Background: an optimization exercise with open tools, aiming at small area. Do not read the settings as production practice. Where RTL was checked, it was by simulation tests only, not by an equivalence proof against the original. Power is estimated from default activity; no workload was simulated.

==> inputs of willow <==
Design classifier_top, start of the top module:
module classifier_top #(
  parameter int LANES       = 2,
  parameter int CYCLE_WIDTH = 32
) (
  input  logic                              clk,
  input  logic                              reset,
  input  logic                              start_i,
  input  logic                              img_valid_i,
  input  nn_pkg::img_id_t                   img_id_i,
  input  nn_pkg::neuron_id_t                img_label_i,
  input  logic                              training_mode_i,
  input  logic                              act_valid_i,
  input  nn_pkg::act_t       [LANES-1:0]    act_i,
  input  nn_pkg::neuron_id_t [LANES-1:0]    neuron_id_i,
  output logic                              img_ready_o,
  output logic                              result_valid_o,
  output logic                              correct_o,
  output logic [nn_pkg::NUM_LEDS-1:0]       led_o,
  output nn_pkg::count_t                    num_correct_train_o,
  output nn_pkg::count_t                    num_correct_test_o,
  output nn_pkg::epoch_t                    epoch_o,
  output logic [CYCLE_WIDTH-1:0]            active_cycles_o,
  output logic [CYCLE_WIDTH-1:0]            idle_cycles_o
);
Settings: LEC_CHECK=0, ABC_AREA=1, CAP_MARGIN=40, CORE_MARGIN=2, CORE_UTILIZATION=60, CTS_BUF_LIST=sky130_fd_sc_hd__clkbuf_4 sky130_fd_sc_hd__clkbuf_8, SLEW_MARGIN=30; clock period 10.0 ns.
run.sh (not shown) runs the stock make flow with config.mk's settings and CLKGATE_MAP_FILE= SYNTH_SCRIPT=/design/flow/synth_recipe.tcl, a recipe that flattens the netlist after the stock synthesis.
==> inputs of tundra, as changes to willow <==
--- a/flow/design.v
+++ b/flow/design.v
@@ -11,12 +11,50 @@
     ST_IDLE    = 2'd0,
     ST_COLLECT = 2'd1,
     ST_RANK    = 2'd2,
     ST_REPORT  = 2'd3
   } layer_state_e;
 endpackage
+module argmax_tree (
+  input  logic [nn_pkg::NUM_CLASSES-1:0] cand_i,
+  input  logic [nn_pkg::NUM_CLASSES-1:0] key_i,
+  output logic                           nany_o
+);
+  assign nany_o = !(|(cand_i & key_i));
+endmodule
+module argmax_keep_odd (
+  input  logic [nn_pkg::NUM_CLASSES-1:0] cand_i,
+  input  logic [nn_pkg::NUM_CLASSES-1:0] key_i,
+  input  logic                           nany_i,
+  output logic [nn_pkg::NUM_CLASSES-1:0] elim_o
+);
+  assign elim_o = ~(cand_i & (key_i | {nn_pkg::NUM_CLASSES{nany_i}}));
+endmodule
+module argmax_any_even (
+  input  logic [nn_pkg::NUM_CLASSES-1:0] elim_i,
+  input  logic [nn_pkg::NUM_CLASSES-1:0] nkey_i,
+  output logic                           nany_o
+);
+  assign nany_o = &(elim_i | nkey_i);
+endmodule
+module argmax_keep_even (
+  input  logic [nn_pkg::NUM_CLASSES-1:0] elim_i,
+  input  logic [nn_pkg::NUM_CLASSES-1:0] nkey_i,
+  input  logic                           nany_i,
+  output logic [nn_pkg::NUM_CLASSES-1:0] cand_o
+);
+  assign cand_o = ~(elim_i | (nkey_i & ~{nn_pkg::NUM_CLASSES{nany_i}}));
+endmodule
+module argmax_top_bit (
+  input  logic [nn_pkg::NUM_CLASSES-1:0] key_i,
+  output logic                           nany_o,
+  output logic [nn_pkg::NUM_CLASSES-1:0] elim_o
+);
+  assign nany_o = !(|key_i);
+  assign elim_o = ~(key_i | {nn_pkg::NUM_CLASSES{nany_o}});
+endmodule
 module classifier_top #(
   parameter int LANES       = 2,
   parameter int CYCLE_WIDTH = 32
 ) (
   input  logic                              clk,
   input  logic                              reset,
@@ -85,17 +123,22 @@
     for (int k = 0; k < N; k++) begin
       wr1[k]  = beat && (neuron_id_i[1] == k);
       wr0[k]  = beat && (neuron_id_i[0] == k) && (neuron_id_i[1] != k);
       hold[k] = !(wr0[k] || wr1[k]);
     end
   end
+  localparam nn_pkg::act_t FLIP = 18'h35555;
   nn_pkg::act_t [N-1:0] acts_next;
+  nn_pkg::act_t         lane0;
+  nn_pkg::act_t         lane1;
+  assign lane0 = act_i[0] ^ FLIP;
+  assign lane1 = act_i[1] ^ FLIP;
   always_comb begin
     for (int k = 0; k < N; k++) begin
-      acts_next[k] = ({W{wr1[k]}}  & act_i[1]) |
-                     ({W{wr0[k]}}  & act_i[0]) |
+      acts_next[k] = ({W{wr1[k]}}  & lane1) |
+                     ({W{wr0[k]}}  & lane0) |
                      ({W{hold[k]}} & acts[k]);
     end
   end
   always_ff @(posedge clk) begin
     acts <= acts_next;
   end
@@ -103,13 +146,13 @@
     if (reset) begin
       complete <= 1'b0;
     end else begin
       complete <= beat && (neuron_id_i[1] == nn_pkg::neuron_id_t'(N - 1));
     end
   end
-  localparam int HI = 8;    
+  localparam int HI = 9;    
   logic [N-1:0]      cand_hi;
   logic [N-1:0]      cand_mid;
   logic [N-1:0]      cand_lo;
   logic [HI-1:0]     mkey_hi;
   logic [HI-1:0]     mkey_mid;
   logic [W-HI-1:0]   mkey_lo;
@@ -117,37 +160,49 @@
   logic              eq0;
   logic              eq1;
   logic [N-1:0]      match_q;
   logic [STAGES-1:0] vld;
   logic              label_hit;
   logic              other_hit;
-  always_comb begin
-    cand_hi = '1;
-    for (int i = W - 1; i >= W - HI; i--) begin
-      logic [N-1:0] bits;
-      for (int k = 0; k < N; k++) begin
-        bits[k] = (i == W - 1) ? !acts_next[k][i] : acts_next[k][i];
-      end
-      mkey_hi[i-(W-HI)] = |(cand_hi & bits);
-      cand_hi = cand_hi & (bits | {N{!mkey_hi[i-(W-HI)]}});
-    end
-  end
+  logic [N-1:0] ch [W:W-HI];
+  logic [W-1:0] nany;
+  assign ch[W] = '1;
+  for (genvar i = W - 1; i >= 0; i--) begin : g_bit
+    logic [N-1:0] bits;
+    logic [N-1:0] prev;
+    for (genvar k = 0; k < N; k++) begin : g_entry
+      assign bits[k] = (i >= W - HI) ? acts_next[k][i] : acts[k][i];
+    end
+    if (i >= W - HI) begin : g_hi
+      assign prev = ch[i+1];
+    end else if (i == W - HI - 1) begin : g_first_lo
+      assign prev = cand_mid;
+    end else begin : g_lo
+      assign prev = g_bit[i+1].next;
+    end
+    logic [N-1:0] next;
+    if (i == W - 1) begin : g_top
+      argmax_top_bit u_top (.key_i(bits), .nany_o(nany[i]), .elim_o(next));
+    end else if (i % 2 == 1) begin : g_odd
+      argmax_tree     u_any  (.cand_i(prev), .key_i(bits), .nany_o(nany[i]));
+      argmax_keep_odd u_keep (.cand_i(prev), .key_i(bits), .nany_i(nany[i]), .elim_o(next));
+    end else begin : g_even
+      argmax_any_even  u_any  (.elim_i(prev), .nkey_i(bits), .nany_o(nany[i]));
+      argmax_keep_even u_keep (.elim_i(prev), .nkey_i(bits), .nany_i(nany[i]), .cand_o(next));
+    end
+    if (i >= W - HI) begin : g_hi_out
+      assign ch[i] = next;
+    end
+  end
+  assign cand_hi = ch[W-HI];
+  assign mkey_hi = ~nany[W-1:W-HI];
+  assign mkey_lo = ~nany[W-HI-1:0];
+  assign cand_lo = g_bit[0].next;
   always_ff @(posedge clk) begin
     cand_mid <= cand_hi;
     mkey_mid <= mkey_hi;
-  end
-  always_comb begin
-    cand_lo = cand_mid;
-    for (int i = W - HI - 1; i >= 0; i--) begin
-      logic [N-1:0] bits;
-      for (int k = 0; k < N; k++) begin
-        bits[k] = acts[k][i];
-      end
-      mkey_lo[i] = |(cand_lo & bits);
-      cand_lo = cand_lo & (bits | {N{!mkey_lo[i]}});
-    end
   end
   assign max_v = {!mkey_mid[HI-1], mkey_mid[HI-2:0], mkey_lo};
   assign eq0   = (act_i[0] == max_v);
   assign eq1   = (act_i[1] == max_v);
   always_ff @(posedge clk) begin
     if (collect || vld[STAGES-1]) begin
==> flow/flow/run.sh (new file) <==
#!/bin/bash
# Standard layout (standard synthesis, placement, routing) with these changes:
# the port buffers use the smallest buffer cell, and clock tree synthesis
# inserts no dummy loads and clusters up to 8 sinks per leaf buffer.
set -euo pipefail
CTS="-sink_clustering_enable -repair_clock_nets"
CTS="$CTS -buf_list {sky130_fd_sc_hd__clkbuf_4}"
CTS="$CTS -dont_use_dummy_load -sink_clustering_size 8 -sink_clustering_max_diameter 40"
bash standard.sh \
  "BUFFER_PORTS_ARGS=-buffer_cell sky130_fd_sc_hd__buf_1" \
  "CTS_ARGS=$CTS" \
  finish > standard_flow.log 2>&1
==> flow/standard.sh (new file) <==
#!/bin/bash
# synth_recipe.tcl (not shown) runs the flow's synth.tcl, then flattens the netlist and writes it again
# the make line also repeats each setting of config.mk as NAME=value (left out here)
make -C /OpenROAD-flow-scripts/flow DESIGN_CONFIG=/design/flow/config.mk WORK_HOME=/design/flow/orfs CLKGATE_MAP_FILE= SYNTH_SCRIPT=/design/flow/synth_recipe.tcl "${@:-finish}"
CTS_BUF_LIST = not set   (was sky130_fd_sc_hd__clkbuf_4 sky130_fd_sc_hd__clkbuf_8)
SYNTH_HIERARCHICAL = 1   (was not set)
removed: flow/run.sh
==> comparison table <==
Multi-input gates: willow 1488; tundra 1317
Clock latency reported for the late side of the worst-skew pair: willow 0.62 ns; tundra 0.73 ns
Final setup margin: willow 1.10 ns; tundra 0.902 ns
Transition time at the pin with the least slew margin: willow 0.760 ns; tundra 0.823 ns
Via count: willow 17500; tundra 14700
Internal Pwr Total: willow 2.90 mW; tundra 2.18 mW
Highest metal layer used by the detailed router: willow met4; tundra met5
Number of distinct standard cells referenced by the synthesized netlist: willow 63; tundra 39
Wirelength, routed: willow 57.5 mm; tundra 46.9 mm
Maximum number of pins on one net before global-route repair: willow 65; tundra 35
Nets: willow 2804; tundra 2325
Outcome: willow finished clean; tundra finished clean
Relative contribution of the clock network to total power: willow 0.275; tundra 0.195
GR Layer Usage met1: willow 0.445; tundra 0.419
Non-clock buffer share: willow 0.0992; tundra 0.0542
Synthesized area per cell: willow 7.53 um^2; tundra 8.08 um^2
Final Cycle Share: willow 0.890; tundra 0.910
Register Area: willow 6980 um^2; tundra 7000 um^2
Pre-antenna DRT Iters: willow 5; tundra 6
Leakage power summed over all cells: willow 10.7 nW; tundra 7.37 nW
The RTL of tundra was laid out without a check of its function.

afterwards: timing with drivers on the ports:
In the flow no input, the clock included, has a driving cell. The finished layouts below were timed again as built, in two steps.
Step 1 sets driving cells, clkbuf_16 on the clock port and buf_2 on the other inputs (assumed; they add their load-dependent delay and slew).
Step 2 adds t to the input delays and takes it off the output delays; t is the mean of the earliest and latest rising clock arrival at the registers after step 1. Input paths then give back, and output paths get back, about the clock's delay inside the block.
Slacks: no drivers / after step 1 / after step 2; pairs: no drivers / after step 1.
run | shift t [ns] | setup slack, ns | worst hold slack (ns) | clock arrival spread, ns | slew at the worst register clock pin (ns)
willow | 0.657 | 1.102 / 1.084 / 0.427 | 0.403 / 0.403 / 0.403 | 0.037 / 0.037 | 0.07 / 0.07
tundra | 0.709 | 0.902 / 0.902 / 0.417 | 0.357 / 0.357 / 0.357 | 0.143 / 0.143 | 0.10 / 0.10
After both steps every run listed still meets setup and hold. The setup slack of willow, which loses most, moves by -0.018 ns with the drivers and by -0.675 ns with both steps.
